What follows belongs to an exercise in optimizing a design on an open flow for small area, a short achievable clock period and few clock cycles per item; a production flow would make more cautious choices.
For this run, only the layout was checked, not whether the RTL still works.
Power figures rest on the tool's default switching activity, not on a simulated workload.

==> flow/design.v <==
`default_nettype none
package bicubic_pkg;
    localparam int PIX_W  = 8;
    localparam int FRAC_W = 8;    
    localparam int LEN_W  = 7;    
    typedef logic [PIX_W-1:0]  pix_t;
    typedef logic [FRAC_W-1:0] frac_t;
    typedef struct packed {
        pix_t p0;
        pix_t p1;
        pix_t p2;
        pix_t p3;
    } win_t;
    typedef struct packed {
        win_t  win;
        frac_t frac;
    } cubic_req_t;
    typedef enum logic [2:0] {
        ST_IDLE    = 3'd0,   
        ST_FILL    = 3'd1,   
        ST_DIVIDE  = 3'd2,   
        ST_ISSUE   = 3'd3,   
        ST_ADVANCE = 3'd4,   
        ST_DONE    = 3'd5    
    } ctrl_state_t;
endpackage
`default_nettype wire
`timescale 1ns/1ps
`default_nettype none
module csa_fa (input wire a, input wire b, input wire c, output wire s, output wire co);
    assign s  = a ^ b ^ c;
    assign co = (a & b) | (a & c) | (b & c);
endmodule
module csa_ha (input wire a, input wire b, output wire s, output wire co);
    assign s  = a ^ b;
    assign co = a & b;
endmodule
module bicubic_mac1 (
    input wire [10:0] au,
    input wire [7:0] x,
    input wire [11:0] bu,
    output wire [11:0] h
);
    wire t1;
    wire t2;
    wire t3;
    wire t4;
    wire t5;
    wire t6;
    wire t7;
    wire t8;
    wire t9;
    wire t10;
    wire t11;
    wire t12;
    wire t13;
    wire t14;
    wire t15;
    wire t16;
    wire t17;
    wire t18;
    wire t19;
    wire t20;
    wire t21;
    wire t22;
    wire t23;
    wire t24;
    wire t25;
    wire t26;
    wire t27;
    wire t28;
    wire t29;
    wire t30;
    wire t31;
    wire t32;
    wire t33;
    wire t34;
    wire t35;
    wire t36;
    wire t37;
    wire t38;
    wire t39;
    wire t40;
    wire t41;
    wire t42;
    wire t43;
    wire t44;
    wire t45;
    wire t46;
    wire t47;
    wire t48;
    wire t49;
    wire t50;
    wire t51;
    wire t52;
    wire t53;
    wire t54;
    wire t55;
    wire t56;
    wire t57;
    wire t58;
    wire t59;
    wire t60;
    wire t61;
    wire t62;
    wire t63;
    wire t64;
    wire t65;
    wire t66;
    wire t67;
    wire t68;
    wire t69;
    wire t70;
    wire t71;
    wire t72;
    wire t73;
    wire t74;
    wire t75;
    wire t76;
    wire t77;
    wire t78;
    wire t79;
    wire t80;
    wire t81;
    wire t82;
    wire t83;
    wire t84;
    wire t85;
    wire t86;
    wire t87;
    wire t88;
    wire t89;
    wire t90;
    wire t91;
    wire t92;
    wire t93;
    wire t94;
    wire t95;
    wire t96;
    wire t97;
    wire t98;
    wire t99;
    wire t100;
    wire t101;
    wire t102;
    wire t103;
    wire t104;
    wire t105;
    wire t106;
    wire t107;
    wire t108;
    wire t109;
    wire t110;
    wire t111;
    wire t112;
    wire t113;
    wire t114;
    wire t115;
    wire t116;
    wire t117;
    wire t118;
    wire t119;
    wire t120;
    wire t121;
    wire t122;
    wire t123;
    wire t124;
    wire t125;
    wire t126;
    wire t127;
    wire t128;
    wire t129;
    wire t130;
    wire t131;
    wire t132;
    wire t133;
    wire t134;
    wire t135;
    wire t136;
    wire t137;
    wire t138;
    wire t139;
    wire t140;
    wire t141;
    wire t142;
    wire t143;
    wire t144;
    wire t145;
    wire t146;
    wire t147;
    wire t148;
    wire t149;
    wire t150;
    wire t151;
    wire t152;
    wire t153;
    wire t154;
    wire t155;
    wire t156;
    wire t157;
    wire t158;
    csa_fa ft1 (.a((au[10] & x[0])), .b((au[9] & x[1])), .c((au[8] & x[2])), .s(t1), .co(t2));
    csa_ha ht3 (.a((au[10] & x[1])), .b((au[9] & x[2])), .s(t3), .co(t4));
    csa_ha ht5 (.a((au[6] & x[0])), .b((au[5] & x[1])), .s(t5), .co(t6));
    csa_fa ft7 (.a((au[7] & x[0])), .b((au[6] & x[1])), .c((au[5] & x[2])), .s(t7), .co(t8));
    csa_ha ht9 (.a((au[4] & x[3])), .b((au[3] & x[4])), .s(t9), .co(t10));
    csa_fa ft11 (.a((au[8] & x[0])), .b((au[7] & x[1])), .c((au[6] & x[2])), .s(t11), .co(t12));
    csa_fa ft13 (.a((au[5] & x[3])), .b((au[4] & x[4])), .c((au[3] & x[5])), .s(t13), .co(t14));
    csa_ha ht15 (.a((au[2] & x[6])), .b((au[1] & x[7])), .s(t15), .co(t16));
    csa_fa ft17 (.a((au[9] & x[0])), .b((au[8] & x[1])), .c((au[7] & x[2])), .s(t17), .co(t18));
    csa_fa ft19 (.a((au[6] & x[3])), .b((au[5] & x[4])), .c((au[4] & x[5])), .s(t19), .co(t20));
    csa_fa ft21 (.a((au[3] & x[6])), .b((au[2] & x[7])), .c(bu[1]), .s(t21), .co(t22));
    csa_fa ft23 (.a(t1), .b((au[7] & x[3])), .c((au[6] & x[4])), .s(t23), .co(t24));
    csa_fa ft25 (.a((au[5] & x[5])), .b((au[4] & x[6])), .c((au[3] & x[7])), .s(t25), .co(t26));
    csa_fa ft27 (.a(bu[2]), .b(~x[0]), .c(1'b1), .s(t27), .co(t28));
    csa_fa ft29 (.a(t2), .b(t3), .c((au[8] & x[3])), .s(t29), .co(t30));
    csa_fa ft31 (.a((au[7] & x[4])), .b((au[6] & x[5])), .c((au[5] & x[6])), .s(t31), .co(t32));
    csa_fa ft33 (.a((au[4] & x[7])), .b(bu[3]), .c(~x[1]), .s(t33), .co(t34));
    csa_fa ft35 (.a(t4), .b((au[10] & x[2])), .c((au[9] & x[3])), .s(t35), .co(t36));
    csa_fa ft37 (.a((au[8] & x[4])), .b((au[7] & x[5])), .c((au[6] & x[6])), .s(t37), .co(t38));
    csa_fa ft39 (.a((au[5] & x[7])), .b(bu[4]), .c(~x[2]), .s(t39), .co(t40));
    csa_fa ft41 (.a((au[10] & x[3])), .b((au[9] & x[4])), .c((au[8] & x[5])), .s(t41), .co(t42));
    csa_fa ft43 (.a((au[7] & x[6])), .b((au[6] & x[7])), .c(bu[5]), .s(t43), .co(t44));
    csa_fa ft45 (.a((au[10] & x[4])), .b((au[9] & x[5])), .c((au[8] & x[6])), .s(t45), .co(t46));
    csa_ha ht47 (.a((au[4] & x[0])), .b((au[3] & x[1])), .s(t47), .co(t48));
    csa_fa ft49 (.a((au[5] & x[0])), .b((au[4] & x[1])), .c((au[3] & x[2])), .s(t49), .co(t50));
    csa_ha ht51 (.a((au[2] & x[3])), .b((au[1] & x[4])), .s(t51), .co(t52));
    csa_fa ft53 (.a(t5), .b((au[4] & x[2])), .c((au[3] & x[3])), .s(t53), .co(t54));
    csa_fa ft55 (.a((au[2] & x[4])), .b((au[1] & x[5])), .c((au[0] & x[6])), .s(t55), .co(t56));
    csa_fa ft57 (.a(t6), .b(t7), .c(t9), .s(t57), .co(t58));
    csa_fa ft59 (.a((au[2] & x[5])), .b((au[1] & x[6])), .c((au[0] & x[7])), .s(t59), .co(t60));
    csa_fa ft61 (.a(t8), .b(t10), .c(t11), .s(t61), .co(t62));
    csa_fa ft63 (.a(t13), .b(t15), .c(bu[0]), .s(t63), .co(t64));
    csa_fa ft65 (.a(t12), .b(t14), .c(t16), .s(t65), .co(t66));
    csa_fa ft67 (.a(t17), .b(t19), .c(t21), .s(t67), .co(t68));
    csa_fa ft69 (.a(t18), .b(t20), .c(t22), .s(t69), .co(t70));
    csa_fa ft71 (.a(t23), .b(t25), .c(t27), .s(t71), .co(t72));
    csa_fa ft73 (.a(t24), .b(t26), .c(t28), .s(t73), .co(t74));
    csa_fa ft75 (.a(t29), .b(t31), .c(t33), .s(t75), .co(t76));
    csa_fa ft77 (.a(t30), .b(t32), .c(t34), .s(t77), .co(t78));
    csa_fa ft79 (.a(t35), .b(t37), .c(t39), .s(t79), .co(t80));
    csa_fa ft81 (.a(t36), .b(t38), .c(t40), .s(t81), .co(t82));
    csa_fa ft83 (.a(t41), .b(t43), .c(~x[3]), .s(t83), .co(t84));
    csa_fa ft85 (.a(t42), .b(t44), .c(t45), .s(t85), .co(t86));
    csa_fa ft87 (.a((au[7] & x[7])), .b(bu[6]), .c(~x[4]), .s(t87), .co(t88));
    csa_fa ft89 (.a(t46), .b((au[10] & x[5])), .c((au[9] & x[6])), .s(t89), .co(t90));
    csa_fa ft91 (.a((au[8] & x[7])), .b(bu[7]), .c(~x[5]), .s(t91), .co(t92));
    csa_fa ft93 (.a((au[10] & x[6])), .b((au[9] & x[7])), .c(bu[8]), .s(t93), .co(t94));
    csa_ha ht95 (.a((au[3] & x[0])), .b((au[2] & x[1])), .s(t95), .co(t96));
    csa_fa ft97 (.a(t47), .b((au[2] & x[2])), .c((au[1] & x[3])), .s(t97), .co(t98));
    csa_fa ft99 (.a(t48), .b(t49), .c(t51), .s(t99), .co(t100));
    csa_fa ft101 (.a(t50), .b(t52), .c(t53), .s(t101), .co(t102));
    csa_fa ft103 (.a(t54), .b(t56), .c(t57), .s(t103), .co(t104));
    csa_fa ft105 (.a(t58), .b(t60), .c(t61), .s(t105), .co(t106));
    csa_fa ft107 (.a(t62), .b(t64), .c(t65), .s(t107), .co(t108));
    csa_fa ft109 (.a(t66), .b(t68), .c(t69), .s(t109), .co(t110));
    csa_fa ft111 (.a(t70), .b(t72), .c(t73), .s(t111), .co(t112));
    csa_fa ft113 (.a(t74), .b(t76), .c(t77), .s(t113), .co(t114));
    csa_fa ft115 (.a(t78), .b(t80), .c(t81), .s(t115), .co(t116));
    csa_fa ft117 (.a(t82), .b(t84), .c(t85), .s(t117), .co(t118));
    csa_fa ft119 (.a(t86), .b(t88), .c(t89), .s(t119), .co(t120));
    csa_fa ft121 (.a(t90), .b(t92), .c(t93), .s(t121), .co(t122));
    csa_fa ft123 (.a(t94), .b((au[10] & x[7])), .c(bu[9]), .s(t123), .co(t124));
    csa_ha ht125 (.a((au[2] & x[0])), .b((au[1] & x[1])), .s(t125), .co(t126));
    csa_fa ft127 (.a(t95), .b((au[1] & x[2])), .c((au[0] & x[3])), .s(t127), .co(t128));
    csa_fa ft129 (.a(t96), .b(t97), .c((au[0] & x[4])), .s(t129), .co(t130));
    csa_fa ft131 (.a(t98), .b(t99), .c((au[0] & x[5])), .s(t131), .co(t132));
    csa_fa ft133 (.a(t100), .b(t101), .c(t55), .s(t133), .co(t134));
    csa_fa ft135 (.a(t102), .b(t103), .c(t59), .s(t135), .co(t136));
    csa_fa ft137 (.a(t104), .b(t105), .c(t63), .s(t137), .co(t138));
    csa_fa ft139 (.a(t106), .b(t107), .c(t67), .s(t139), .co(t140));
    csa_fa ft141 (.a(t108), .b(t109), .c(t71), .s(t141), .co(t142));
    csa_fa ft143 (.a(t110), .b(t111), .c(t75), .s(t143), .co(t144));
    csa_fa ft145 (.a(t112), .b(t113), .c(t79), .s(t145), .co(t146));
    csa_fa ft147 (.a(t114), .b(t115), .c(t83), .s(t147), .co(t148));
    csa_fa ft149 (.a(t116), .b(t117), .c(t87), .s(t149), .co(t150));
    csa_fa ft151 (.a(t118), .b(t119), .c(t91), .s(t151), .co(t152));
    csa_fa ft153 (.a(t120), .b(t121), .c(~x[6]), .s(t153), .co(t154));
    csa_fa ft155 (.a(t122), .b(t123), .c(~x[7]), .s(t155), .co(t156));
    csa_fa ft157 (.a(t124), .b(bu[10]), .c(1'b1), .s(t157), .co(t158));
    wire [19:0] ra = {t158, t156, t154, t152, t150, t148, t146, t144, t142, t140, t138, t136, t134, t132, t130, t128, t126, t125, (au[1] & x[0]), (au[0] & x[0])};
    wire [19:0] rb = {bu[11], t157, t155, t153, t151, t149, t147, t145, t143, t141, t139, t137, t135, t133, t131, t129, t127, (au[0] & x[2]), (au[0] & x[1]), 1'b0};
    wire [19:0] sum = ra + rb;
    assign h = sum[19:8];
endmodule
module bicubic_mac2 (
    input wire [11:0] hu,
    input wire [7:0] x,
    input wire [8:0] cu,
    output wire [10:0] h
);
    wire t1;
    wire t2;
    wire t3;
    wire t4;
    wire t5;
    wire t6;
    wire t7;
    wire t8;
    wire t9;
    wire t10;
    wire t11;
    wire t12;
    wire t13;
    wire t14;
    wire t15;
    wire t16;
    wire t17;
    wire t18;
    wire t19;
    wire t20;
    wire t21;
    wire t22;
    wire t23;
    wire t24;
    wire t25;
    wire t26;
    wire t27;
    wire t28;
    wire t29;
    wire t30;
    wire t31;
    wire t32;
    wire t33;
    wire t34;
    wire t35;
    wire t36;
    wire t37;
    wire t38;
    wire t39;
    wire t40;
    wire t41;
    wire t42;
    wire t43;
    wire t44;
    wire t45;
    wire t46;
    wire t47;
    wire t48;
    wire t49;
    wire t50;
    wire t51;
    wire t52;
    wire t53;
    wire t54;
    wire t55;
    wire t56;
    wire t57;
    wire t58;
    wire t59;
    wire t60;
    wire t61;
    wire t62;
    wire t63;
    wire t64;
    wire t65;
    wire t66;
    wire t67;
    wire t68;
    wire t69;
    wire t70;
    wire t71;
    wire t72;
    wire t73;
    wire t74;
    wire t75;
    wire t76;
    wire t77;
    wire t78;
    wire t79;
    wire t80;
    wire t81;
    wire t82;
    wire t83;
    wire t84;
    wire t85;
    wire t86;
    wire t87;
    wire t88;
    wire t89;
    wire t90;
    wire t91;
    wire t92;
    wire t93;
    wire t94;
    wire t95;
    wire t96;
    wire t97;
    wire t98;
    wire t99;
    wire t100;
    wire t101;
    wire t102;
    wire t103;
    wire t104;
    wire t105;
    wire t106;
    wire t107;
    wire t108;
    wire t109;
    wire t110;
    wire t111;
    wire t112;
    wire t113;
    wire t114;
    wire t115;
    wire t116;
    wire t117;
    wire t118;
    wire t119;
    wire t120;
    wire t121;
    wire t122;
    wire t123;
    wire t124;
    wire t125;
    wire t126;
    wire t127;
    wire t128;
    wire t129;
    wire t130;
    wire t131;
    wire t132;
    wire t133;
    wire t134;
    wire t135;
    wire t136;
    wire t137;
    wire t138;
    wire t139;
    wire t140;
    wire t141;
    wire t142;
    wire t143;
    wire t144;
    wire t145;
    wire t146;
    wire t147;
    wire t148;
    wire t149;
    wire t150;
    wire t151;
    wire t152;
    wire t153;
    wire t154;
    wire t155;
    wire t156;
    wire t157;
    wire t158;
    wire t159;
    wire t160;
    wire t161;
    wire t162;
    wire t163;
    wire t164;
    wire t165;
    wire t166;
    wire t167;
    wire t168;
    wire t169;
    wire t170;
    wire t171;
    wire t172;
    wire t173;
    wire t174;
    wire t175;
    wire t176;
    csa_fa ft1 (.a((hu[11] & x[0])), .b((hu[10] & x[1])), .c((hu[9] & x[2])), .s(t1), .co(t2));
    csa_ha ht3 (.a((hu[11] & x[1])), .b((hu[10] & x[2])), .s(t3), .co(t4));
    csa_ha ht5 (.a((hu[6] & x[0])), .b((hu[5] & x[1])), .s(t5), .co(t6));
    csa_fa ft7 (.a((hu[7] & x[0])), .b((hu[6] & x[1])), .c((hu[5] & x[2])), .s(t7), .co(t8));
    csa_ha ht9 (.a((hu[4] & x[3])), .b((hu[3] & x[4])), .s(t9), .co(t10));
    csa_fa ft11 (.a((hu[8] & x[0])), .b((hu[7] & x[1])), .c((hu[6] & x[2])), .s(t11), .co(t12));
    csa_fa ft13 (.a((hu[5] & x[3])), .b((hu[4] & x[4])), .c((hu[3] & x[5])), .s(t13), .co(t14));
    csa_ha ht15 (.a((hu[2] & x[6])), .b((hu[1] & x[7])), .s(t15), .co(t16));
    csa_fa ft17 (.a((hu[9] & x[0])), .b((hu[8] & x[1])), .c((hu[7] & x[2])), .s(t17), .co(t18));
    csa_fa ft19 (.a((hu[6] & x[3])), .b((hu[5] & x[4])), .c((hu[4] & x[5])), .s(t19), .co(t20));
    csa_fa ft21 (.a((hu[3] & x[6])), .b((hu[2] & x[7])), .c(cu[1]), .s(t21), .co(t22));
    csa_fa ft23 (.a((hu[10] & x[0])), .b((hu[9] & x[1])), .c((hu[8] & x[2])), .s(t23), .co(t24));
    csa_fa ft25 (.a((hu[7] & x[3])), .b((hu[6] & x[4])), .c((hu[5] & x[5])), .s(t25), .co(t26));
    csa_fa ft27 (.a((hu[4] & x[6])), .b((hu[3] & x[7])), .c(cu[2]), .s(t27), .co(t28));
    csa_fa ft29 (.a(t1), .b((hu[8] & x[3])), .c((hu[7] & x[4])), .s(t29), .co(t30));
    csa_fa ft31 (.a((hu[6] & x[5])), .b((hu[5] & x[6])), .c((hu[4] & x[7])), .s(t31), .co(t32));
    csa_fa ft33 (.a(cu[3]), .b(~x[0]), .c(1'b1), .s(t33), .co(t34));
    csa_fa ft35 (.a(t2), .b(t3), .c((hu[9] & x[3])), .s(t35), .co(t36));
    csa_fa ft37 (.a((hu[8] & x[4])), .b((hu[7] & x[5])), .c((hu[6] & x[6])), .s(t37), .co(t38));
    csa_fa ft39 (.a((hu[5] & x[7])), .b(cu[4]), .c(~x[1]), .s(t39), .co(t40));
    csa_fa ft41 (.a(t4), .b((hu[11] & x[2])), .c((hu[10] & x[3])), .s(t41), .co(t42));
    csa_fa ft43 (.a((hu[9] & x[4])), .b((hu[8] & x[5])), .c((hu[7] & x[6])), .s(t43), .co(t44));
    csa_fa ft45 (.a((hu[6] & x[7])), .b(cu[5]), .c(~x[2]), .s(t45), .co(t46));
    csa_fa ft47 (.a((hu[11] & x[3])), .b((hu[10] & x[4])), .c((hu[9] & x[5])), .s(t47), .co(t48));
    csa_fa ft49 (.a((hu[8] & x[6])), .b((hu[7] & x[7])), .c(cu[6]), .s(t49), .co(t50));
    csa_fa ft51 (.a((hu[11] & x[4])), .b((hu[10] & x[5])), .c((hu[9] & x[6])), .s(t51), .co(t52));
    csa_ha ht53 (.a((hu[11] & x[5])), .b((hu[10] & x[6])), .s(t53), .co(t54));
    csa_ha ht55 (.a((hu[4] & x[0])), .b((hu[3] & x[1])), .s(t55), .co(t56));
    csa_fa ft57 (.a((hu[5] & x[0])), .b((hu[4] & x[1])), .c((hu[3] & x[2])), .s(t57), .co(t58));
    csa_ha ht59 (.a((hu[2] & x[3])), .b((hu[1] & x[4])), .s(t59), .co(t60));
    csa_fa ft61 (.a(t5), .b((hu[4] & x[2])), .c((hu[3] & x[3])), .s(t61), .co(t62));
    csa_fa ft63 (.a((hu[2] & x[4])), .b((hu[1] & x[5])), .c((hu[0] & x[6])), .s(t63), .co(t64));
    csa_fa ft65 (.a(t6), .b(t7), .c(t9), .s(t65), .co(t66));
    csa_fa ft67 (.a((hu[2] & x[5])), .b((hu[1] & x[6])), .c((hu[0] & x[7])), .s(t67), .co(t68));
    csa_fa ft69 (.a(t8), .b(t10), .c(t11), .s(t69), .co(t70));
    csa_fa ft71 (.a(t13), .b(t15), .c(cu[0]), .s(t71), .co(t72));
    csa_fa ft73 (.a(t12), .b(t14), .c(t16), .s(t73), .co(t74));
    csa_fa ft75 (.a(t17), .b(t19), .c(t21), .s(t75), .co(t76));
    csa_fa ft77 (.a(t18), .b(t20), .c(t22), .s(t77), .co(t78));
    csa_fa ft79 (.a(t23), .b(t25), .c(t27), .s(t79), .co(t80));
    csa_fa ft81 (.a(t24), .b(t26), .c(t28), .s(t81), .co(t82));
    csa_fa ft83 (.a(t29), .b(t31), .c(t33), .s(t83), .co(t84));
    csa_fa ft85 (.a(t30), .b(t32), .c(t34), .s(t85), .co(t86));
    csa_fa ft87 (.a(t35), .b(t37), .c(t39), .s(t87), .co(t88));
    csa_fa ft89 (.a(t36), .b(t38), .c(t40), .s(t89), .co(t90));
    csa_fa ft91 (.a(t41), .b(t43), .c(t45), .s(t91), .co(t92));
    csa_fa ft93 (.a(t42), .b(t44), .c(t46), .s(t93), .co(t94));
    csa_fa ft95 (.a(t47), .b(t49), .c(~x[3]), .s(t95), .co(t96));
    csa_fa ft97 (.a(t48), .b(t50), .c(t51), .s(t97), .co(t98));
    csa_fa ft99 (.a((hu[8] & x[7])), .b(cu[7]), .c(~x[4]), .s(t99), .co(t100));
    csa_fa ft101 (.a(t52), .b(t53), .c((hu[9] & x[7])), .s(t101), .co(t102));
    csa_fa ft103 (.a(cu[8]), .b(~x[5]), .c(1'b1), .s(t103), .co(t104));
    csa_fa ft105 (.a(t54), .b((hu[11] & x[6])), .c((hu[10] & x[7])), .s(t105), .co(t106));
    csa_ha ht107 (.a(~x[6]), .b(1'b1), .s(t107), .co(t108));
    csa_ha ht109 (.a((hu[11] & x[7])), .b(~x[7]), .s(t109), .co(t110));
    csa_ha ht111 (.a((hu[3] & x[0])), .b((hu[2] & x[1])), .s(t111), .co(t112));
    csa_fa ft113 (.a(t55), .b((hu[2] & x[2])), .c((hu[1] & x[3])), .s(t113), .co(t114));
    csa_fa ft115 (.a(t56), .b(t57), .c(t59), .s(t115), .co(t116));
    csa_fa ft117 (.a(t58), .b(t60), .c(t61), .s(t117), .co(t118));
    csa_fa ft119 (.a(t62), .b(t64), .c(t65), .s(t119), .co(t120));
    csa_fa ft121 (.a(t66), .b(t68), .c(t69), .s(t121), .co(t122));
    csa_fa ft123 (.a(t70), .b(t72), .c(t73), .s(t123), .co(t124));
    csa_fa ft125 (.a(t74), .b(t76), .c(t77), .s(t125), .co(t126));
    csa_fa ft127 (.a(t78), .b(t80), .c(t81), .s(t127), .co(t128));
    csa_fa ft129 (.a(t82), .b(t84), .c(t85), .s(t129), .co(t130));
    csa_fa ft131 (.a(t86), .b(t88), .c(t89), .s(t131), .co(t132));
    csa_fa ft133 (.a(t90), .b(t92), .c(t93), .s(t133), .co(t134));
    csa_fa ft135 (.a(t94), .b(t96), .c(t97), .s(t135), .co(t136));
    csa_fa ft137 (.a(t98), .b(t100), .c(t101), .s(t137), .co(t138));
    csa_fa ft139 (.a(t102), .b(t104), .c(t105), .s(t139), .co(t140));
    csa_fa ft141 (.a(t106), .b(t108), .c(t109), .s(t141), .co(t142));
    csa_ha ht143 (.a((hu[2] & x[0])), .b((hu[1] & x[1])), .s(t143), .co(t144));
    csa_fa ft145 (.a(t111), .b((hu[1] & x[2])), .c((hu[0] & x[3])), .s(t145), .co(t146));
    csa_fa ft147 (.a(t112), .b(t113), .c((hu[0] & x[4])), .s(t147), .co(t148));
    csa_fa ft149 (.a(t114), .b(t115), .c((hu[0] & x[5])), .s(t149), .co(t150));
    csa_fa ft151 (.a(t116), .b(t117), .c(t63), .s(t151), .co(t152));
    csa_fa ft153 (.a(t118), .b(t119), .c(t67), .s(t153), .co(t154));
    csa_fa ft155 (.a(t120), .b(t121), .c(t71), .s(t155), .co(t156));
    csa_fa ft157 (.a(t122), .b(t123), .c(t75), .s(t157), .co(t158));
    csa_fa ft159 (.a(t124), .b(t125), .c(t79), .s(t159), .co(t160));
    csa_fa ft161 (.a(t126), .b(t127), .c(t83), .s(t161), .co(t162));
    csa_fa ft163 (.a(t128), .b(t129), .c(t87), .s(t163), .co(t164));
    csa_fa ft165 (.a(t130), .b(t131), .c(t91), .s(t165), .co(t166));
    csa_fa ft167 (.a(t132), .b(t133), .c(t95), .s(t167), .co(t168));
    csa_fa ft169 (.a(t134), .b(t135), .c(t99), .s(t169), .co(t170));
    csa_fa ft171 (.a(t136), .b(t137), .c(t103), .s(t171), .co(t172));
    csa_fa ft173 (.a(t138), .b(t139), .c(t107), .s(t173), .co(t174));
    csa_fa ft175 (.a(t140), .b(t141), .c(1'b1), .s(t175), .co(t176));
    wire [18:0] ra = {t174, t172, t170, t168, t166, t164, t162, t160, t158, t156, t154, t152, t150, t148, t146, t144, t143, (hu[1] & x[0]), (hu[0] & x[0])};
    wire [18:0] rb = {t175, t173, t171, t169, t167, t165, t163, t161, t159, t157, t155, t153, t151, t149, t147, t145, (hu[0] & x[2]), (hu[0] & x[1]), 1'b0};
    wire [18:0] sum = ra + rb;
    assign h = sum[18:8];
endmodule
module bicubic_mac3 (
    input wire [10:0] hu,
    input wire [7:0] x,
    input wire [7:0] p,
    output wire [9:0] y
);
    wire t1;
    wire t2;
    wire t3;
    wire t4;
    wire t5;
    wire t6;
    wire t7;
    wire t8;
    wire t9;
    wire t10;
    wire t11;
    wire t12;
    wire t13;
    wire t14;
    wire t15;
    wire t16;
    wire t17;
    wire t18;
    wire t19;
    wire t20;
    wire t21;
    wire t22;
    wire t23;
    wire t24;
    wire t25;
    wire t26;
    wire t27;
    wire t28;
    wire t29;
    wire t30;
    wire t31;
    wire t32;
    wire t33;
    wire t34;
    wire t35;
    wire t36;
    wire t37;
    wire t38;
    wire t39;
    wire t40;
    wire t41;
    wire t42;
    wire t43;
    wire t44;
    wire t45;
    wire t46;
    wire t47;
    wire t48;
    wire t49;
    wire t50;
    wire t51;
    wire t52;
    wire t53;
    wire t54;
    wire t55;
    wire t56;
    wire t57;
    wire t58;
    wire t59;
    wire t60;
    wire t61;
    wire t62;
    wire t63;
    wire t64;
    wire t65;
    wire t66;
    wire t67;
    wire t68;
    wire t69;
    wire t70;
    wire t71;
    wire t72;
    wire t73;
    wire t74;
    wire t75;
    wire t76;
    wire t77;
    wire t78;
    wire t79;
    wire t80;
    wire t81;
    wire t82;
    wire t83;
    wire t84;
    wire t85;
    wire t86;
    wire t87;
    wire t88;
    wire t89;
    wire t90;
    wire t91;
    wire t92;
    wire t93;
    wire t94;
    wire t95;
    wire t96;
    wire t97;
    wire t98;
    wire t99;
    wire t100;
    wire t101;
    wire t102;
    wire t103;
    wire t104;
    wire t105;
    wire t106;
    wire t107;
    wire t108;
    wire t109;
    wire t110;
    wire t111;
    wire t112;
    wire t113;
    wire t114;
    wire t115;
    wire t116;
    wire t117;
    wire t118;
    wire t119;
    wire t120;
    wire t121;
    wire t122;
    wire t123;
    wire t124;
    wire t125;
    wire t126;
    wire t127;
    wire t128;
    wire t129;
    wire t130;
    wire t131;
    wire t132;
    wire t133;
    wire t134;
    wire t135;
    wire t136;
    wire t137;
    wire t138;
    wire t139;
    wire t140;
    wire t141;
    wire t142;
    wire t143;
    wire t144;
    wire t145;
    wire t146;
    wire t147;
    wire t148;
    wire t149;
    wire t150;
    wire t151;
    wire t152;
    wire t153;
    wire t154;
    wire t155;
    wire t156;
    wire t157;
    wire t158;
    csa_fa ft1 (.a((hu[10] & x[0])), .b((hu[9] & x[1])), .c((hu[8] & x[2])), .s(t1), .co(t2));
    csa_ha ht3 (.a((hu[10] & x[1])), .b((hu[9] & x[2])), .s(t3), .co(t4));
    csa_ha ht5 (.a((hu[6] & x[0])), .b((hu[5] & x[1])), .s(t5), .co(t6));
    csa_fa ft7 (.a((hu[7] & x[0])), .b((hu[6] & x[1])), .c((hu[5] & x[2])), .s(t7), .co(t8));
    csa_ha ht9 (.a((hu[4] & x[3])), .b((hu[3] & x[4])), .s(t9), .co(t10));
    csa_fa ft11 (.a((hu[8] & x[0])), .b((hu[7] & x[1])), .c((hu[6] & x[2])), .s(t11), .co(t12));
    csa_fa ft13 (.a((hu[5] & x[3])), .b((hu[4] & x[4])), .c((hu[3] & x[5])), .s(t13), .co(t14));
    csa_ha ht15 (.a((hu[2] & x[6])), .b((hu[1] & x[7])), .s(t15), .co(t16));
    csa_fa ft17 (.a((hu[9] & x[0])), .b((hu[8] & x[1])), .c((hu[7] & x[2])), .s(t17), .co(t18));
    csa_fa ft19 (.a((hu[6] & x[3])), .b((hu[5] & x[4])), .c((hu[4] & x[5])), .s(t19), .co(t20));
    csa_fa ft21 (.a((hu[3] & x[6])), .b((hu[2] & x[7])), .c(p[0]), .s(t21), .co(t22));
    csa_fa ft23 (.a(t1), .b((hu[7] & x[3])), .c((hu[6] & x[4])), .s(t23), .co(t24));
    csa_fa ft25 (.a((hu[5] & x[5])), .b((hu[4] & x[6])), .c((hu[3] & x[7])), .s(t25), .co(t26));
    csa_fa ft27 (.a(p[1]), .b(~x[0]), .c(1'b1), .s(t27), .co(t28));
    csa_fa ft29 (.a(t2), .b(t3), .c((hu[8] & x[3])), .s(t29), .co(t30));
    csa_fa ft31 (.a((hu[7] & x[4])), .b((hu[6] & x[5])), .c((hu[5] & x[6])), .s(t31), .co(t32));
    csa_fa ft33 (.a((hu[4] & x[7])), .b(p[2]), .c(~x[1]), .s(t33), .co(t34));
    csa_fa ft35 (.a(t4), .b((hu[10] & x[2])), .c((hu[9] & x[3])), .s(t35), .co(t36));
    csa_fa ft37 (.a((hu[8] & x[4])), .b((hu[7] & x[5])), .c((hu[6] & x[6])), .s(t37), .co(t38));
    csa_fa ft39 (.a((hu[5] & x[7])), .b(p[3]), .c(~x[2]), .s(t39), .co(t40));
    csa_fa ft41 (.a((hu[10] & x[3])), .b((hu[9] & x[4])), .c((hu[8] & x[5])), .s(t41), .co(t42));
    csa_fa ft43 (.a((hu[7] & x[6])), .b((hu[6] & x[7])), .c(p[4]), .s(t43), .co(t44));
    csa_fa ft45 (.a((hu[10] & x[4])), .b((hu[9] & x[5])), .c((hu[8] & x[6])), .s(t45), .co(t46));
    csa_ha ht47 (.a((hu[4] & x[0])), .b((hu[3] & x[1])), .s(t47), .co(t48));
    csa_fa ft49 (.a((hu[5] & x[0])), .b((hu[4] & x[1])), .c((hu[3] & x[2])), .s(t49), .co(t50));
    csa_ha ht51 (.a((hu[2] & x[3])), .b((hu[1] & x[4])), .s(t51), .co(t52));
    csa_fa ft53 (.a(t5), .b((hu[4] & x[2])), .c((hu[3] & x[3])), .s(t53), .co(t54));
    csa_fa ft55 (.a((hu[2] & x[4])), .b((hu[1] & x[5])), .c((hu[0] & x[6])), .s(t55), .co(t56));
    csa_fa ft57 (.a(t6), .b(t7), .c(t9), .s(t57), .co(t58));
    csa_fa ft59 (.a((hu[2] & x[5])), .b((hu[1] & x[6])), .c((hu[0] & x[7])), .s(t59), .co(t60));
    csa_fa ft61 (.a(t8), .b(t10), .c(t11), .s(t61), .co(t62));
    csa_fa ft63 (.a(t13), .b(t15), .c(1'b1), .s(t63), .co(t64));
    csa_fa ft65 (.a(t12), .b(t14), .c(t16), .s(t65), .co(t66));
    csa_fa ft67 (.a(t17), .b(t19), .c(t21), .s(t67), .co(t68));
    csa_fa ft69 (.a(t18), .b(t20), .c(t22), .s(t69), .co(t70));
    csa_fa ft71 (.a(t23), .b(t25), .c(t27), .s(t71), .co(t72));
    csa_fa ft73 (.a(t24), .b(t26), .c(t28), .s(t73), .co(t74));
    csa_fa ft75 (.a(t29), .b(t31), .c(t33), .s(t75), .co(t76));
    csa_fa ft77 (.a(t30), .b(t32), .c(t34), .s(t77), .co(t78));
    csa_fa ft79 (.a(t35), .b(t37), .c(t39), .s(t79), .co(t80));
    csa_fa ft81 (.a(t36), .b(t38), .c(t40), .s(t81), .co(t82));
    csa_fa ft83 (.a(t41), .b(t43), .c(~x[3]), .s(t83), .co(t84));
    csa_fa ft85 (.a(t42), .b(t44), .c(t45), .s(t85), .co(t86));
    csa_fa ft87 (.a((hu[7] & x[7])), .b(p[5]), .c(~x[4]), .s(t87), .co(t88));
    csa_fa ft89 (.a(t46), .b((hu[10] & x[5])), .c((hu[9] & x[6])), .s(t89), .co(t90));
    csa_fa ft91 (.a((hu[8] & x[7])), .b(p[6]), .c(~x[5]), .s(t91), .co(t92));
    csa_fa ft93 (.a((hu[10] & x[6])), .b((hu[9] & x[7])), .c(p[7]), .s(t93), .co(t94));
    csa_ha ht95 (.a((hu[3] & x[0])), .b((hu[2] & x[1])), .s(t95), .co(t96));
    csa_fa ft97 (.a(t47), .b((hu[2] & x[2])), .c((hu[1] & x[3])), .s(t97), .co(t98));
    csa_fa ft99 (.a(t48), .b(t49), .c(t51), .s(t99), .co(t100));
    csa_fa ft101 (.a(t50), .b(t52), .c(t53), .s(t101), .co(t102));
    csa_fa ft103 (.a(t54), .b(t56), .c(t57), .s(t103), .co(t104));
    csa_fa ft105 (.a(t58), .b(t60), .c(t61), .s(t105), .co(t106));
    csa_fa ft107 (.a(t62), .b(t64), .c(t65), .s(t107), .co(t108));
    csa_fa ft109 (.a(t66), .b(t68), .c(t69), .s(t109), .co(t110));
    csa_fa ft111 (.a(t70), .b(t72), .c(t73), .s(t111), .co(t112));
    csa_fa ft113 (.a(t74), .b(t76), .c(t77), .s(t113), .co(t114));
    csa_fa ft115 (.a(t78), .b(t80), .c(t81), .s(t115), .co(t116));
    csa_fa ft117 (.a(t82), .b(t84), .c(t85), .s(t117), .co(t118));
    csa_fa ft119 (.a(t86), .b(t88), .c(t89), .s(t119), .co(t120));
    csa_fa ft121 (.a(t90), .b(t92), .c(t93), .s(t121), .co(t122));
    csa_ha ht123 (.a(t94), .b((hu[10] & x[7])), .s(t123), .co(t124));
    csa_ha ht125 (.a((hu[2] & x[0])), .b((hu[1] & x[1])), .s(t125), .co(t126));
    csa_fa ft127 (.a(t95), .b((hu[1] & x[2])), .c((hu[0] & x[3])), .s(t127), .co(t128));
    csa_fa ft129 (.a(t96), .b(t97), .c((hu[0] & x[4])), .s(t129), .co(t130));
    csa_fa ft131 (.a(t98), .b(t99), .c((hu[0] & x[5])), .s(t131), .co(t132));
    csa_fa ft133 (.a(t100), .b(t101), .c(t55), .s(t133), .co(t134));
    csa_fa ft135 (.a(t102), .b(t103), .c(t59), .s(t135), .co(t136));
    csa_fa ft137 (.a(t104), .b(t105), .c(t63), .s(t137), .co(t138));
    csa_fa ft139 (.a(t106), .b(t107), .c(t67), .s(t139), .co(t140));
    csa_fa ft141 (.a(t108), .b(t109), .c(t71), .s(t141), .co(t142));
    csa_fa ft143 (.a(t110), .b(t111), .c(t75), .s(t143), .co(t144));
    csa_fa ft145 (.a(t112), .b(t113), .c(t79), .s(t145), .co(t146));
    csa_fa ft147 (.a(t114), .b(t115), .c(t83), .s(t147), .co(t148));
    csa_fa ft149 (.a(t116), .b(t117), .c(t87), .s(t149), .co(t150));
    csa_fa ft151 (.a(t118), .b(t119), .c(t91), .s(t151), .co(t152));
    csa_fa ft153 (.a(t120), .b(t121), .c(~x[6]), .s(t153), .co(t154));
    csa_fa ft155 (.a(t122), .b(t123), .c(~x[7]), .s(t155), .co(t156));
    csa_ha ht157 (.a(t124), .b(1'b1), .s(t157), .co(t158));
    wire [18:0] ra = {t156, t154, t152, t150, t148, t146, t144, t142, t140, t138, t136, t134, t132, t130, t128, t126, t125, (hu[1] & x[0]), (hu[0] & x[0])};
    wire [18:0] rb = {t157, t155, t153, t151, t149, t147, t145, t143, t141, t139, t137, t135, t133, t131, t129, t127, (hu[0] & x[2]), (hu[0] & x[1]), 1'b0};
    wire [18:0] sum = ra + rb;
    assign y = sum[18:9];
endmodule
`default_nettype wire
`timescale 1ns/1ps
`default_nettype none
module bicubic_resampler #(
    parameter int LEN_W = bicubic_pkg::LEN_W
) (
    input  wire logic              CLK,
    input  wire logic              RST,
    input  wire logic              start_i,
    input  wire logic [LEN_W-1:0]  src_len_i,
    input  wire logic [LEN_W-1:0]  dst_len_i,
    input  wire logic              src_valid_i,
    input  wire bicubic_pkg::pix_t src_pix_i,
    output logic                   src_ready_o,
    output logic                   out_valid_o,
    output bicubic_pkg::pix_t      out_pix_o,
    input  wire logic              out_ready_i,
    output logic                   done_o
);
    localparam int QN = 4;   
    logic             busy;        
    logic             done_r;
    logic [LEN_W-1:0] den;         
    logic [LEN_W-1:0] src_left;    
    logic [LEN_W-1:0] out_left;    
    logic             k8;          
    logic [1:0]       fst;         
    logic             out0;        
    logic [2:0]       occ;         
    logic [LEN_W-1:0] rem;
    logic [1:0]       dcnt;
    logic             ddone;
    logic [5:0]       kk;          
    logic [7:0]       kq;          
    logic [LEN_W-1:0] rr;          
    logic [7:0]       xr;          
    logic [7:0]       xn;          
    logic [LEN_W-1:0] en;          
    logic             sh;          
    logic [7:0]         p1, p2, p3;
    logic signed [10:0] ca;
    logic signed [11:0] cb;
    logic signed [8:0]  cc;
    logic start_go, pop, iss0, issr, iss, need, fill_sh, win_sh, load, take;
    logic cond0, condr;
    logic [7:0] npix;
    logic [7:0] x_in;
    assign start_go = start_i && !busy;
    assign pop      = out_valid_o && out_ready_i;
    assign cond0 = busy && !out0 && (fst != 2'd0) && (occ != 3'(QN))
                   && (!k8 || fst == 2'd3);
    assign condr = busy && out0 && ddone && (fst == 2'd3) && (out_left != '0)
                   && (occ != 3'(QN));
    assign need  = (src_left != '0) && (out0 ? sh : k8);    
    assign src_ready_o = busy && (src_left != '0)
                         && ((fst != 2'd3) || ((out0 ? condr : cond0) && (out0 ? sh : k8)));
    assign take = src_ready_o && src_valid_i;
    assign iss0 = cond0 && (!(k8 && need) || src_valid_i);
    assign issr = condr && (!need || src_valid_i);
    assign iss  = iss0 || issr;
    assign load    = (fst == 2'd0) && busy && src_valid_i;
    assign fill_sh = busy && (fst == 2'd1 || fst == 2'd2) && ((src_left == '0) || src_valid_i);
    assign win_sh  = fill_sh || (iss0 && k8) || (issr && sh);
    assign npix    = (src_left != '0) ? src_pix_i : p3;
    assign x_in    = out0 ? xr : 8'd0;
    logic [LEN_W-1:0] r0, r1, r2, r3;
    logic [LEN_W:0]   t1, t2, t3;
    logic             q1, q2, q3;
    always_comb begin
        r0 = (dcnt == 2'd0 && k8) ? '0 : rem;
        t1 = {r0, 1'b0};
        q1 = (t1 >= {1'b0, den});
        r1 = q1 ? LEN_W'(t1 - {1'b0, den}) : t1[LEN_W-1:0];
        t2 = {r1, 1'b0};
        q2 = (t2 >= {1'b0, den});
        r2 = q2 ? LEN_W'(t2 - {1'b0, den}) : t2[LEN_W-1:0];
        t3 = {r2, 1'b0};
        q3 = (t3 >= {1'b0, den});
        r3 = q3 ? LEN_W'(t3 - {1'b0, den}) : t3[LEN_W-1:0];
    end
    logic [LEN_W:0] esum;
    logic           ecar;
    logic [8:0]     xsum;
    always_comb begin
        esum = {1'b0, en} + {1'b0, rr};
        ecar = (esum >= {1'b0, den});
        xsum = {1'b0, xn} + {1'b0, kq} + {8'd0, ecar};
    end
    always_ff @(posedge CLK) begin
        if (RST) begin
            busy   <= 1'b0;
            done_r <= 1'b0;
            occ    <= '0;
        end else begin
            occ <= occ + {2'd0, iss} - {2'd0, pop};
            if (start_go) begin
                busy   <= 1'b1;
                done_r <= 1'b0;
            end else if (pop && occ == 3'd1 && out_left == '0) begin
                busy   <= 1'b0;
                done_r <= 1'b1;
            end
        end
    end
    always_ff @(posedge CLK) begin
        if (start_go) begin
            den      <= dst_len_i - 1'b1;
            rem      <= src_len_i - 1'b1;
            k8       <= (src_len_i == dst_len_i);
            src_left <= src_len_i;
            out_left <= dst_len_i;
            fst      <= 2'd0;
            out0     <= 1'b0;
            dcnt     <= 2'd0;
            ddone    <= 1'b0;
        end else begin
            if (take) src_left <= src_left - 1'b1;
            if (iss)  out_left <= out_left - 1'b1;
            if (load || fill_sh) fst <= fst + 1'b1;
            if (iss0) out0 <= 1'b1;
            if (!ddone) begin
                dcnt <= dcnt + 1'b1;
                rem  <= r3;
                kk   <= {kk[2:0], q1, q2, q3};
                if (dcnt == 2'd2) ddone <= 1'b1;
            end
        end
    end
    always_ff @(posedge CLK) begin
        if (!ddone && dcnt == 2'd2) begin
            kq <= {kk, q1, q2};
            rr <= r2;
            xr <= {kk, q1, q2};
            xn <= {kk[4:0], q1, q2, q3};
            en <= r3;
            sh <= k8 | kk[5];
        end else if (issr) begin
            xr <= xn;
            xn <= xsum[7:0];
            en <= ecar ? LEN_W'(esum - {1'b0, den}) : esum[LEN_W-1:0];
            sh <= xsum[8] | k8;
        end
    end
    always_ff @(posedge CLK) begin
        if (load) begin
            p1 <= src_pix_i;
            p2 <= src_pix_i;
            p3 <= src_pix_i;
            ca <= '0;
            cb <= '0;
            cc <= '0;
        end else if (win_sh) begin
            p1 <= p2;
            p2 <= p3;
            p3 <= npix;
            ca <= 11'sd3 * $signed({3'b0, p2}) - $signed({3'b0, p1})
                  - 11'sd3 * $signed({3'b0, p3}) + $signed({3'b0, npix});
            cb <= 12'sd2 * $signed({4'b0, p1}) - 12'sd5 * $signed({4'b0, p2})
                  + 12'sd4 * $signed({4'b0, p3}) - $signed({4'b0, npix});
            cc <= $signed({1'b0, p3}) - $signed({1'b0, p1});
        end
    end
    logic               v1, v2;
    logic signed [11:0] h1;
    logic signed [8:0]  c1;
    logic [7:0]         pp1, pp2;
    logic [7:0]         x1, x2;
    logic signed [10:0] h2;
    logic [11:0] m1;
    logic [10:0] m2;
    logic [9:0]  y3;
    logic [7:0]  res;
    bicubic_mac1 u_mac1 (.au({~ca[10], ca[9:0]}), .x(x_in), .bu({~cb[11], cb[10:0]}), .h(m1));
    bicubic_mac2 u_mac2 (.hu({~h1[11], h1[10:0]}), .x(x1), .cu({~c1[8], c1[7:0]}), .h(m2));
    bicubic_mac3 u_mac3 (.hu({~h2[10], h2[9:0]}), .x(x2), .p(pp2), .y(y3));
    assign res = y3[9] ? 8'd0 : (y3[8] ? 8'hff : y3[7:0]);
    always_ff @(posedge CLK) begin
        if (RST) begin
            v1 <= 1'b0;
            v2 <= 1'b0;
        end else begin
            v1 <= iss;
            v2 <= v1;
        end
    end
    always_ff @(posedge CLK) begin
        h1  <= m1;
        c1  <= cc;
        pp1 <= p1;
        x1  <= x_in;
        h2  <= m2;
        pp2 <= pp1;
        x2  <= x1;
    end
    logic [7:0] qe [QN];
    logic [QN-1:0] qv;
    logic [7:0] se [QN];
    logic [QN-1:0] sv;
    always_comb begin
        for (int i = 0; i < QN; i++) begin
            sv[i] = pop ? ((i + 1 < QN) ? qv[(i + 1) % QN] : 1'b0) : qv[i];
            se[i] = pop ? ((i + 1 < QN) ? qe[(i + 1) % QN] : qe[i]) : qe[i];
        end
    end
    always_ff @(posedge CLK) begin
        for (int i = 0; i < QN; i++) begin
            if (RST) begin
                qv[i] <= 1'b0;
            end else begin
                qv[i] <= sv[i] || (v2 && (i == 0 || sv[(i + QN - 1) % QN]));
            end
            qe[i] <= (v2 && !sv[i] && (i == 0 || sv[(i + QN - 1) % QN])) ? res : se[i];
        end
    end
    assign out_valid_o = qv[0];
    assign out_pix_o   = qe[0];
    assign done_o      = done_r;
endmodule
`default_nettype wire
==> flow/run.sh <==
#!/bin/bash
# synth_recipe.tcl (not shown) runs the flow's synth.tcl, then flattens the netlist and writes it again
# the make line also repeats each setting of config.mk as NAME=value (left out here)
make -C /OpenROAD-flow-scripts/flow DESIGN_CONFIG=/design/flow/config.mk WORK_HOME=/design/flow/orfs CLKGATE_MAP_FILE= SYNTH_SCRIPT=/design/flow/synth_recipe.tcl finish
==> flow/config.mk <==
export PLATFORM = sky130hd
export DESIGN_NAME = bicubic_resampler
export DESIGN_NICKNAME = bicubic_resampler
export VERILOG_FILES = /design/flow/design.v
export SDC_FILE = /design/flow/constraint.sdc
export NUM_CORES = 4
export LEC_CHECK = 0
export ABC_CLOCK_PERIOD_IN_PS = 4000
export CAP_MARGIN = 20
export CORE_MARGIN = 2
export CORE_UTILIZATION = 40
export SETUP_SLACK_MARGIN = 5
export SLEW_MARGIN = 20
export SYNTH_HIERARCHICAL = 1
==> flow/constraint.sdc <==
create_clock -name core_clock -period 10.0 [get_ports {CLK}]
set_input_delay 2.0000 -clock core_clock [delete_from_list [all_inputs] [get_ports {CLK}]]
set_output_delay 2.0000 -clock core_clock [all_outputs]
set_load 0.01 [all_outputs]
==> run summary <==
==> worst max-delay path, stage by stage, from the launching register on <==
cell	delay, ps
dfxtp_2	340
inv_2	40
ha_4	170
nand2_8	100
and2_4	170
ha_4	210
a21o_4	220
and4b_1	300
o21a_4	180
buf_4	140
mux2_2	350
ha_2	210
or3_4	380
o21a_4	240
a31o_4	240
mux2_4	330
ha_4	240
nand2_2	60
o21ai_2	70
o41a_1	420
a21oi_4	270
a221oi_2	100
or3_1	360
==> modules after synthesis, one instance, submodules excluded <==
module	times used	cells	flops+latches	area (µm²)
bicubic_mac3	1	218	0	1430
bicubic_resampler	1	1349	243	13700
csa_fa	217	1	0	20.0
bicubic_mac1	1	200	0	1330
bicubic_mac2	1	223	0	1470
csa_ha	29	1	0	12.5
==> layout by cell type (no fill, tap or decap), types with 15 or more instances in the layout <==
cell type,netlist,layout
a21o_1,20,19
dfxtp_1,113,96
a21oi_1,83,71
nor3_1,28,26
and2_1,280,274
ha_1,189,159
xor2_1,42,42
nor2b_1,18,18
a31oi_1,22,22
nand2_1,147,143
buf_4,0,58
xnor2_1,63,61
ha_4,0,23
inv_1,189,184
nor2_1,133,129
a211oi_1,19,17
clkbuf_16,0,29
nand4_1,16,16
edfxtp_1,130,130
o21a_1,18,15
o21ai_0,108,77
clkdlybuf4s50_1,0,33
nand3_1,43,41
fa_1,267,254
o21ai_1,6,22
mux2i_1,31,29
o21ai_2,2,17
==> final timing paths <==
path	start	end	cells past startpoint
hold reg to reg	pp1[5]	pp2[5]	0
setup reg to reg	dcnt[1]	en[1]	22
hold / removal	pp1[5]	pp2[5]	0
setup / recovery	dcnt[1]	en[1]	22
==> sequential cells by signal, indices dropped and copies added (netlist names), 8 cells and up <==
name	cells
p1	8
cb	12
kq	8
c1	9
xn	8
p2	8
qe	32
p3	8
h2	11
ca	11
x1	8
h1	12
cc	9
pp1	8
x2	8
pp2	8
xr	8
==> through the flow <==
step / util (%) / instances / hold WS [ps] / cell area (µm²) / power [mW]
floorplan: - / 2242 / 310 / 22900 / 5.80
CTS: 45.5 / 3062 / 330 / 25600 / 8.72
global route: 46.4 / 3080 / 336 / 26000 / 9.94
detailed placement: 42.6 / 2970 / 315 / 23900 / 7.01
global placement: 42.6 / 2970 / 315 / 23900 / 6.90
finish: 46.4 / 3080 / 324 / 26000 / 9.21
==> cells by family after synthesis <==
| logic type | after synthesis | share of synthesized area (%) |
|---|---|---|
| other | 3 | 0.0497 |
| and+or+nand+nor | 733 | 17.1 |
| muxes | 38 | 1.77 |
| xor gates and xnor gates | 105 | 4.06 |
| adders and majority gates | 457 | 34.0 |
| DFF | 243 | 27.2 |
| AOI/OAI and AO/OA | 394 | 11.3 |
| buffers and inverters | 263 | 4.55 |
==> layer usage <==
metal / track usage [%] / wire (µm) / vias to the layer above
li1: - / - / 7735
met1: 23.2 / 23400 / 8009
met2: 33.6 / 27400 / 268
met3: 2.06 / 1610 / 70
met4: 4.41 / 1230 / 0
met5: 0 / 0 / -
==> what timing repair did <==
| item | 4_1_cts | 5_1_grt |
|---|---|---|
| setup buffers | 39 | 18 |
| resized for setup | 96 | 91 |
| cloned | 0 | 0 |
| endpoints found under the setup margin | 63 | 62 |
| pin swaps | 35 | 48 |
==> final cells by class <==
| cell class | instances | area, µm² |
|---|---|---|
| clock buffer | 37 | 766 |
| inverter | 191 | 719 |
| fill | 5238 | 30100 |
| multi-input combinational | 1736 | 16300 |
| clock inverter | 16 | 189 |
| tap | 756 | 946 |
| timing repair buffer | 101 | 872 |
| sequential | 243 | 6200 |
==> power by group through the flow <==
stage	clock network (mW)	logic [mW]	registers, mW
final	1.07	6.37	1.77
after global routing	1.13	7.00	1.81
after CTS	1.09	5.85	1.78
after detailed placement	0	5.22	1.80
after global placement	0	5.10	1.79
after floorplan	0	4.18	1.62
==> run_results.csv <==
group,metric,value,unit
route,vias,16100,
cts,insertion_delay,560,ps
job,cap_violations,0,
die,chipWidth,242,µm
die,start_util,40.4,%
setup_path,cp.required,10300,ps
cts,root_buffer,"clkbuf_16",
finish,n_antenna_cell,0,
placement,portBuffers,37,
route,vias_per_cell,5.22,
synth,ys.flop_type,"edfxtp_1",
power_and_ir_drop,intPower,5.11,mW
finish,layout-drive-gt1-share,12.1,%
cts,clockBufferDepth,3,
timing,maxSlewViolCount,0,
timing,setup_tns,0,ps
synth,yosysMostFrequentCell,"and2_1",
global_routing,grt_pass1_wl,88700,µm
global_routing,grt_max_degree,60,
die,die_y,242,µm
power_and_ir_drop,pwr-share-clk,11.6,%
timing,layout_setup_ws,4610,ps
die,pin_count,38,
setup_path,critPathKind,"register to register",
synth,syn_area,22700,µm²
cts,numCtsBuffers,29,
setup_path,end_kind,"register",
placement,gp_congestion,0.868,
min_path,hp-class,"register to register",
timing,relSlewSlack,31.9,%
route,ant_nets,0,
global_routing,antenna_found_initial,1,
placement,dp_hpwl,41300,µm
timing,max_freq,186,MHz
timing,finClkSkew,15.4,ps
power_and_ir_drop,power_frac_comb,69.2,%
die,core_area,56200,µm²
power_and_ir_drop,switchingPower,4.10,mW
cts,cts_hold_buf,0,
synth,syn_avg_cell_area,10.1,µm²
route,drcViolationCount,0,
global_routing,grt_pass1_vias,17100,
synth,synth_cell_types,87,
power_and_ir_drop,vdd_drop_max,547,µV
setup_path,r2r_slack,4610,ps
route,drtIter0Drc,837,
timing,hold_viol,0,
timing,setup_viol,0,
synth,synthTopCellsByCount,"and2_1, fa_1, ha_1, inv_1, nand2_1",
placement,dp_slack,3860,ps
synth,yosysWarnings,9,
outcome,status,"timing/DRC/antenna clean",
cts,cts_tree,"yes",
setup_path,worstSetupStartpointType,"register",
cts,htree_levels,1,
timing,rsz0062_at_grt,"yes",
setup_path,worstPathArrival,5700,ps
global_routing,gr-total-overflow,0,
synth,yosys-top-cells-area,"fa_1, edfxtp_1, ha_1",
power_and_ir_drop,p_leak,11.4,nW
synth,seq_area_frac_synth,27.2,%
cts,cts.sinks,243,
synth,synth.top_cell.area_share,23.6,%
power_and_ir_drop,switching_share,44.5,%
synth,synth_edf_count,130,
die,fp-row-count,87,
power_and_ir_drop,p_seq_share,19.2,%
global_routing,grt_use_total,18.4,%
power_and_ir_drop,powerDensity,354,nW/µm²
timing,tightest_slew,1020,ps
timing,final.min_clock_period,5390,ps
route,finalWirelength,53700,µm
synth,synth_top_area_cell,"fa_1",
route,first_pass_iters,5,
route,wl_per_cell,17.4,µm
die,die_area,58600,µm²
finish,areaGrowthSynthToFinish,14.8,%
finish,nNetsFinal,2785,
setup_path,worstPathMaxFanout,7,
synth,ys_ff_latch,243,
cts,clk_pin_slew_worst_paths,60,ps
timing,finalCritPeriodShare,53.9,%
synth,syn-instance-count,2236,
synth,async_flop_share,0,%

## re-timing with driven ports
Ports are ideal in the flow. The routed layout listed here was re-timed in OpenROAD.
Step 1, drivers: a clkbuf_16 drives CLK and a buf_2 each remaining input, both assumed.
Step 2 also shifts input and output timing later by t, the mid clock arrival at the registers, as if the neighbouring blocks saw the same clock.
Three values: ideal, step 1, step 2; two values: the first two.
t (ns): 0.612
slack for setup (ns): 4.610 / 4.610 / 4.580
worst setup path after step 2: input to register
After both steps setup and hold are still met in this run. The setup slack of this run moves by 0.000 ns with the drivers and by -0.030 ns with both steps.
